Context: an optimization exercise on an open-source flow, tuned for small area, a short achievable clock period and few clock cycles per item. The choices shown serve that exercise and are no tape-out recipe.
In this exercise RTL edits were held to simulation tests only and were not proved equivalent to the original.

$ cat flow/run.sh
#!/bin/bash
# synth_recipe.tcl (not shown) runs the flow's synth.tcl, then flattens the netlist and writes it again
# the make line also repeats each setting of config.mk as NAME=value (left out here)
make -C /OpenROAD-flow-scripts/flow DESIGN_CONFIG=/design/flow/config.mk WORK_HOME=/design/flow/orfs CLKGATE_MAP_FILE= SYNTH_SCRIPT=/design/flow/synth_recipe.tcl finish
$ cat flow/design.v
`default_nettype none
package jdc_pkg;
  localparam int IN_W    = 39;
  localparam int YEAR_W  = 16;
  localparam int MONTH_W = 4;
  localparam int DAY_W   = 5;
  localparam int FO_W    = 16;
  localparam int XW      = 9;
  localparam int EW      = 4;
  localparam int GREG_START  = 2299161;
  localparam int ALPHA_OFS   = 7468865;
  localparam int GREG_CYCLE  = 146097;
  localparam int JUL_CYCLE   = 7305;
  localparam int B_OFS       = 1524;
  localparam int C_OFS       = 2442;
  localparam int DAYS_4Y     = 1461;
  localparam int YEAR_LATE   = 4716;
  localparam int YEAR_EARLY  = 4715;
  localparam int E_WRAP      = 14;
endpackage
`default_nettype wire
`default_nettype none
import jdc_pkg::*;
module jdc_cdiv
#(
  parameter int NW      = 26,
  parameter int DIVISOR = 146097,
  parameter int SW      = 8
) (
  input  logic          clk,
  input  logic          rst,
  input  logic          en,
  input  logic          vin,
  input  logic [NW-1:0] num,
  input  logic [SW-1:0] side_in,
  output logic          vout,
  output logic [NW-1:0] quo,
  output logic [SW-1:0] side_out
);
  localparam int LW  = $clog2(DIVISOR);
  localparam int KW  = NW + LW;
  localparam int MW  = NW + 1;
  localparam int HW  = (MW + 1) / 2;
  localparam int PHW = NW + MW - HW;
  localparam int PLW = NW + HW;
  localparam int PW  = NW + MW;
  localparam logic [MW-1:0] MUL =
    MW'(((longint'(1) << KW) + longint'(DIVISOR) - longint'(1)) / longint'(DIVISOR));
  localparam logic [MW-HW-1:0] MUL_HI = MUL[MW-1:HW];
  localparam logic [HW-1:0]    MUL_LO = MUL[HW-1:0];
  logic [PHW-1:0] ph;
  logic [PLW-1:0] pl;
  logic [SW-1:0]  side_a;
  logic           v_a;
  logic [PW-1:0]  full;
  logic [NW-1:0]  q_b;
  logic [SW-1:0]  side_b;
  logic           v_b;
  always_ff @(posedge clk) begin
    if (rst) begin
      v_a <= 1'b0;
    end else if (en) begin
      v_a <= vin;
    end
  end
  always_ff @(posedge clk) begin
    if (en) begin
      ph     <= PHW'(num) * PHW'(MUL_HI);
      pl     <= PLW'(num) * PLW'(MUL_LO);
      side_a <= side_in;
    end
  end
  assign full = (PW'(ph) << HW) + PW'(pl);
  always_ff @(posedge clk) begin
    if (rst) begin
      v_b <= 1'b0;
    end else if (en) begin
      v_b <= v_a;
    end
  end
  always_ff @(posedge clk) begin
    if (en) begin
      q_b    <= NW'(full[PW-1:KW]);
      side_b <= side_a;
    end
  end
  assign vout     = v_b;
  assign quo      = q_b;
  assign side_out = side_b;
endmodule
`default_nettype wire
`default_nettype none
import jdc_pkg::*;
module julian_day_to_calendar_date
#(
  parameter int FRAC_BITS = 16
) (
  input  logic                     clk,
  input  logic                     rst,
  input  logic                     stamp_valid,
  output logic                     stamp_ready,
  input  logic [IN_W-1:0]          stamp_julian_time,
  output logic                     date_valid,
  input  logic                     date_ready,
  output logic signed [YEAR_W-1:0] date_year,
  output logic [MONTH_W-1:0]       date_month,
  output logic [DAY_W-1:0]         date_day_whole,
  output logic [FO_W-1:0]          date_day_fraction
);
  localparam int ZW    = IN_W + 1 - FRAC_BITS;
  localparam int ZXW   = (ZW > 24) ? ZW : 24;
  localparam int N1W   = ZXW + 2;
  localparam int BW    = ZXW + 1;
  localparam int N2W   = BW + 5;
  localparam int CW    = BW - 7;
  localparam int PW    = CW + 11;
  localparam int S1W   = 1 + ZXW + FO_W;
  localparam int S2W   = BW + FO_W;
  localparam logic [IN_W:0] HALF = (IN_W+1)'(1) << (FRAC_BITS - 1);
  function automatic logic [XW-1:0] month_base(input logic [EW-1:0] e);
    unique case (e)
      4'd0:    month_base = 9'd0;
      4'd1:    month_base = 9'd30;
      4'd2:    month_base = 9'd61;
      4'd3:    month_base = 9'd91;
      4'd4:    month_base = 9'd122;
      4'd5:    month_base = 9'd153;
      4'd6:    month_base = 9'd183;
      4'd7:    month_base = 9'd214;
      4'd8:    month_base = 9'd244;
      4'd9:    month_base = 9'd275;
      4'd10:   month_base = 9'd306;
      4'd11:   month_base = 9'd336;
      4'd12:   month_base = 9'd367;
      4'd13:   month_base = 9'd397;
      4'd14:   month_base = 9'd428;
      4'd15:   month_base = 9'd459;
      default: month_base = 9'd0;
    endcase
  endfunction
  logic adv;
  logic out_v;
  assign adv         = !out_v || date_ready;
  assign stamp_ready = adv;
  logic [IN_W:0]  sum;
  logic [FO_W-1:0] frac_cut;
  logic            s1_v;
  logic [ZW-1:0]   z1;
  logic [FO_W-1:0] f1;
  assign sum = {1'b0, stamp_julian_time} + HALF;
  if (FRAC_BITS >= FO_W) begin : g_frac_cut
    assign frac_cut = sum[FRAC_BITS-1 -: FO_W];
  end else begin : g_frac_pad
    assign frac_cut = {sum[FRAC_BITS-1:0], {(FO_W - FRAC_BITS){1'b0}}};
  end
  always_ff @(posedge clk) begin
    if (rst) begin
      s1_v <= 1'b0;
    end else if (adv) begin
      s1_v <= stamp_valid;
    end
  end
  always_ff @(posedge clk) begin
    if (adv) begin
      z1 <= sum[IN_W:FRAC_BITS];
      f1 <= frac_cut;
    end
  end
  logic [ZXW-1:0]  zx1;
  logic            g_next;
  logic            s2_v;
  logic [N1W-1:0]  n1;
  logic [S1W-1:0]  side1;
  assign zx1    = ZXW'(z1);
  assign g_next = zx1 >= ZXW'(GREG_START);
  always_ff @(posedge clk) begin
    if (rst) begin
      s2_v <= 1'b0;
    end else if (adv) begin
      s2_v <= s1_v;
    end
  end
  always_ff @(posedge clk) begin
    if (adv) begin
      n1    <= g_next ? ({zx1, 2'b00} - N1W'(ALPHA_OFS)) : '0;
      side1 <= {g_next, zx1, f1};
    end
  end
  logic           d1_v;
  logic [N1W-1:0] alpha;
  logic [S1W-1:0] side1_q;
  jdc_cdiv #(
    .NW(N1W), .DIVISOR(GREG_CYCLE), .SW(S1W)
  ) u_div_alpha (
    .clk(clk), .rst(rst), .en(adv), .vin(s2_v), .num(n1), .side_in(side1),
    .vout(d1_v), .quo(alpha), .side_out(side1_q)
  );
  logic [BW-1:0]  alpha_t;
  logic [BW-1:0]  adj;
  logic           s3_v;
  logic [BW-1:0]  b3;
  logic [FO_W-1:0] f3;
  assign alpha_t = alpha[BW-1:0];
  assign adj     = side1_q[S1W-1] ? (alpha_t + BW'(1) - (alpha_t >> 2)) : '0;
  always_ff @(posedge clk) begin
    if (rst) begin
      s3_v <= 1'b0;
    end else if (adv) begin
      s3_v <= d1_v;
    end
  end
  always_ff @(posedge clk) begin
    if (adv) begin
      b3 <= BW'(side1_q[FO_W +: ZXW]) + adj + BW'(B_OFS);
      f3 <= side1_q[FO_W-1:0];
    end
  end
  logic           s4_v;
  logic [N2W-1:0] n2;
  logic [S2W-1:0] side2;
  always_ff @(posedge clk) begin
    if (rst) begin
      s4_v <= 1'b0;
    end else if (adv) begin
      s4_v <= s3_v;
    end
  end
  always_ff @(posedge clk) begin
    if (adv) begin
      n2    <= (N2W'(b3) << 4) + (N2W'(b3) << 2) - N2W'(C_OFS);
      side2 <= {b3, f3};
    end
  end
  logic           d2_v;
  logic [N2W-1:0] cq;
  logic [S2W-1:0] side2_q;
  jdc_cdiv #(
    .NW(N2W), .DIVISOR(JUL_CYCLE), .SW(S2W)
  ) u_div_c (
    .clk(clk), .rst(rst), .en(adv), .vin(s4_v), .num(n2), .side_in(side2),
    .vout(d2_v), .quo(cq), .side_out(side2_q)
  );
  logic [CW-1:0]   c4;
  logic [PW-1:0]   prod;
  logic            s5_v;
  logic [BW-1:0]   d5;
  logic [BW-1:0]   b5;
  logic [YEAR_W-1:0] c5;
  logic [FO_W-1:0] f5;
  assign c4   = cq[CW-1:0];
  assign prod = PW'(c4) * PW'(DAYS_4Y);
  always_ff @(posedge clk) begin
    if (rst) begin
      s5_v <= 1'b0;
    end else if (adv) begin
      s5_v <= d2_v;
    end
  end
  always_ff @(posedge clk) begin
    if (adv) begin
      d5 <= prod[BW+1:2];
      b5 <= side2_q[FO_W +: BW];
      c5 <= c4[YEAR_W-1:0];
      f5 <= side2_q[FO_W-1:0];
    end
  end
  logic [BW-1:0]     diff;
  logic              s6_v;
  logic [XW-1:0]     x6;
  logic [YEAR_W-1:0] c6;
  logic [FO_W-1:0]   f6;
  assign diff = b5 - d5;
  always_ff @(posedge clk) begin
    if (rst) begin
      s6_v <= 1'b0;
    end else if (adv) begin
      s6_v <= s5_v;
    end
  end
  always_ff @(posedge clk) begin
    if (adv) begin
      x6 <= diff[XW-1:0];
      c6 <= c5;
      f6 <= f5;
    end
  end
  logic [EW-1:0]      e7;
  logic [MONTH_W-1:0] month_next;
  logic [DAY_W-1:0]   day_next;
  logic [YEAR_W-1:0]  year_next;
  logic [XW-1:0]      day_wide;
  logic [YEAR_W-1:0]  year_r;
  logic [MONTH_W-1:0] month_r;
  logic [DAY_W-1:0]   day_r;
  logic [FO_W-1:0]    frac_r;
  always_comb begin
    e7 = '0;
    for (int k = 1; k < 16; k++) begin
      if (x6 > month_base(EW'(k))) begin
        e7 = e7 + EW'(1);
      end
    end
    day_wide   = x6 - month_base(e7);
    day_next   = day_wide[DAY_W-1:0];
    month_next = (e7 < EW'(E_WRAP)) ? (e7 - MONTH_W'(1)) : (e7 - MONTH_W'(13));
    year_next  = (month_next > MONTH_W'(2)) ? (c6 - YEAR_W'(YEAR_LATE))
                                            : (c6 - YEAR_W'(YEAR_EARLY));
  end
  always_ff @(posedge clk) begin
    if (rst) begin
      out_v <= 1'b0;
    end else if (adv) begin
      out_v <= s6_v;
    end
  end
  always_ff @(posedge clk) begin
    if (adv) begin
      year_r  <= year_next;
      month_r <= month_next;
      day_r   <= day_next;
      frac_r  <= f6;
    end
  end
  assign date_valid        = out_v;
  assign date_year         = year_r;
  assign date_month        = month_r;
  assign date_day_whole    = day_r;
  assign date_day_fraction = frac_r;
endmodule
`default_nettype wire
$ cat flow/constraint.sdc
create_clock -name core_clock -period 10.0 [get_ports {clk}]
set_input_delay 2.0000 -clock core_clock [delete_from_list [all_inputs] [get_ports {clk}]]
set_output_delay 2.0000 -clock core_clock [all_outputs]
set_load 0.01 [all_outputs]
$ cat flow/config.mk
export PLATFORM = sky130hd
export DESIGN_NAME = julian_day_to_calendar_date
export DESIGN_NICKNAME = julian_day_to_calendar_date
export VERILOG_FILES = /design/flow/design.v
export SDC_FILE = /design/flow/constraint.sdc
export NUM_CORES = 4
export LEC_CHECK = 0
export CAP_MARGIN = 20
export CORE_MARGIN = 2
export CORE_UTILIZATION = 40
export SLEW_MARGIN = 20
==> summary.txt <==
per-layer routing:
metal  track usage [%]  routed length [µm]  share of wire [%]
met4              4.58                2560                2.6
met1              20.4               44200                 44
met3              2.64                3390                3.4
met2              28.0               50000                 50
met5                 0                   0                  0
registers in the layout (all words and copies together) (netlist names), 26 cells and up:
signal,cells
u_div_alpha.ph,38
u_div_alpha.side_b,41
u_div_c.pl,28
u_div_alpha.side_a,41
side1,41
u_div_c.ph,41
n2,28
u_div_alpha.pl,26
layout make-up:
| type | instances | area (µm²) |
|---|---|---|
| Clock inverter | 47 | 594 |
| Clock buffer | 93 | 2010 |
| Timing Repair Buffer | 114 | 1080 |
| Multi-Input combinational cell | 2699 | 28800 |
| Inverter | 745 | 2800 |
| Sequential cell | 633 | 18900 |
| Fill cell | 11500 | 69300 |
| Tap cell | 1650 | 2060 |
cell families (layout without fill, tap and decap cells):
| group | after synthesis | after routing | synth area share, % |
|---|---|---|---|
| XOR/XNOR | 307 | 307 | 5.60 |
| multiplexers | 9 | 9 | 0.183 |
| AO/OA/AOI/OAI | 533 | 533 | 6.96 |
| buffers and inverters | 772 | 999 | 5.84 |
| AND/OR/NAND/NOR | 608 | 608 | 5.71 |
| flip-flops | 633 | 633 | 37.4 |
| adder cells (fa/ha/maj) | 1242 | 1242 | 38.3 |
worst max-delay path: cells and delay by family (launching register included):
family                   cells  cell delay [ns]
AO/OA/AOI/OAI               18             3.35
XOR/XNOR                     7             1.11
adder cells (fa/ha/maj)      8             2.21
buffers and inverters        4             0.32
flip-flops                   1             0.38
multiplexers                 2             0.42
AND/OR/NAND/NOR             10             1.37
repair_timing:
action | in CTS | in global routing
resized for setup | 0 | 18
pin swaps | 0 | 8
setup endpoints to repair | 1 | 16
endpoints found under the hold margin | 0 | 0
setup buffers | 1 | 3
per-stage QoR:
step	hold slack [ns]	TNS (ns)	area, µm²	instances
after detailed placement	0.405	0	53500	5837
after global placement	0.400	0	53500	5837
after floorplan	0.400	0	50500	4104
after global routing	0.410	-0.217	56200	5981
final	0.405	0	56200	5981
after CTS	0.402	0	56100	5978
layout by cell type (no fill, tap or decap), drive strengths merged, types with 8 or more instances in the layout:
| master | Yosys | final |
|---|---|---|
| xor2 | 80 | 80 |
| edfxtp | 622 | 622 |
| nand3 | 55 | 55 |
| nor2 | 178 | 178 |
| o21a | 26 | 26 |
| a2111oi | 10 | 10 |
| a31oi | 8 | 8 |
| buf | 14 | 29 |
| a211oi | 17 | 17 |
| clkbuf | 13 | 93 |
| nand2 | 152 | 152 |
| nand4 | 24 | 24 |
| a21boi | 10 | 10 |
| and3 | 24 | 24 |
| ha | 733 | 733 |
| nor3 | 53 | 53 |
| nor2b | 29 | 29 |
| xnor2 | 223 | 223 |
| clkdlybuf4s50 | 0 | 85 |
| a21oi | 179 | 179 |
| o31ai | 8 | 8 |
| inv | 745 | 752 |
| clkinvlp | 0 | 10 |
| clkinv | 0 | 22 |
| or3 | 17 | 17 |
| o21bai | 20 | 20 |
| nand2b | 25 | 25 |
| and2 | 22 | 22 |
| o211ai | 14 | 14 |
| fa | 509 | 509 |
| dfxtp | 11 | 11 |
| o21ai | 94 | 94 |
| o211a | 8 | 8 |
| bufinv | 0 | 8 |
| a21o | 74 | 74 |
path summary, 6_finish.rpt:
check | from | to | slack, ns | cells past startpoint
max | x6[7] | year_r[15] | 0.55 | 49
min | u_div_c.side_b[24] | b5[8] | 0.40 | 0
max reg2reg | x6[7] | year_r[15] | 0.55 | 49
min reg2reg | u_div_c.side_b[24] | b5[8] | 0.40 | 0
==> reports/qor.csv <==
stage;metric;value;unit
setup_path;Crit Path Class;flop to flop;
drt;Via density;4.87;
logic_synthesis;FF+latch count, synth;633;
placement;RD Place Congestion;0.890;
cells_and_area;fraction of layout cells with a size suffix above 1;4.59;%
logic_synthesis;Post-Syn Area per Cell;12.3;µm²
drt;Routed WL;100000;µm
logic_synthesis;FFs w/ async S/R, synth;0;%
drt;drt pass-1 iters;5;
logic_synthesis;Post-Syn Area;50500;µm²
drt;Remaining DRCs;0;
sta;setup violators final;0;
clock_network;hold_buf cts;0;
die;Die ar.;129000;µm²
grt;total gr overflow;0;
setup_path;Critical Path End Type;flop;
die;num rows;130;
drt;via count;29100;
die;Starting Density;40.2;%
run;Maximum Capacitance Violations;0;
clock_network;CTS root buf;clkbuf_16;
die;core box area;126000;µm²
setup_path;Worst EP required;10.39;ns
cells_and_area;ANT cells;0;
logic_synthesis;Warnings, synthesis;3;
clock_network;CTS Buffer Depth;3;
logic_synthesis;top-count cell post-synth;inv_1;
setup_path;Worst path max stage delay;0.49;ns
sta;Final Hold Fails;0;
setup_path;critical path's slowest cell;a2111oi_1;
sta;final worst slack;0.548;ns
placement;input/output buffers;85;
drt;Post-DRT Antenna Nets;0;
clock_network;htree depth;3;
setup_path;Arr. time, crit path;9.84;ns
clock_network;clock sinks;633;
status;status;timing/DRC/antenna clean;
sta;Final Max Tran Viols;0;
logic_synthesis;sequential share of the synthesized area;37.4;%
logic_synthesis;Post-synth EDFFs;622;
sta;Final Critical Period;9.45;ns
grt;antenna violations before repair;0;
cells_and_area;Core Util, Final;44.8;%
drt;Initial DRC Count;1472;
drt;Wirelength per Cell;16.7;µm
clock_network;Reg clk slew, reported paths;0.06;ns
logic_synthesis;largest area contributor in the netlist;edfxtp_1;
logic_synthesis;Netlist cell types;90;
setup_path;crit start category;flop;
logic_synthesis;syn_nets;5389;
logic_synthesis;Synth area leaders;edfxtp_1, fa_1, ha_1, inv_1, xnor2_1;
sta;crit share post-route;94.5;%
grt;first-pass GRT wire length;164000;µm
logic_synthesis;Synth Instances;4104;
grt;GRT Total Usage;16.0;%
clock_network;CTS tree;built;
die;Die Span X;359;µm
logic_synthesis;Post-synth top flop;edfxtp_1;
worst_hold_path;Hold WC Path Type;flop to flop;
cells_and_area;Area Growth Syn to Fin;11.3;%
sta;worst-margin pin slew;1.06;ns
placement;HPWL after DPL;80300;µm
sta;Slew HR;29.7;%
logic_synthesis;top-area cell type share of the netlist area;37.0;%
sta;Clock Skew;0.0516;ns
grt;vias in the first global route;31000;
die;io pins;86;
grt;largest net degree at the start of global routing;192;
clock_network;number of CTS-inserted buffers;77;
setup_path;Crit Path Max Fanout;5;
placement;Placement Setup Slack;0.00919;ns
logic_synthesis;Post-synth top cells;inv_1, ha_1, edfxtp_1, fa_1, xnor2_1;
cells_and_area;final net count;5555;
clock_network;clk latency of the worst-skew pair;0.69;ns
die;chip height;359;µm
sta;Fmax achieved;0.106;GHz
Testbench counts, summed over its fixed seeds: cycles 16,088, items 16,000.

==> static timing again, ports no longer ideal <==
The flow's constraints put no driver on any port. The routed layout listed below was extracted and timed again, unchanged, in two steps.
Step 1 assumes that a clkbuf_16 drives the clock port and a buf_2 every other input.
Step 2 also shifts input and output timing later by t, the mid clock arrival at the registers, as if the neighbouring blocks saw the same clock.
Slacks: ideal / step 1 / step 2; pairs: ideal / step 1.
shift t [ns]: 0.736
slack for setup (ns): 0.548 / 0.548 / 0.548
hold WS [ns]: 0.405 / 0.405 / 0.405
cell pins on the clock port's net: 1
After both steps this run still meets setup and hold. For this run, drivers alone change the setup slack by 0.000 ns; drivers and shift together by 0.000 ns.
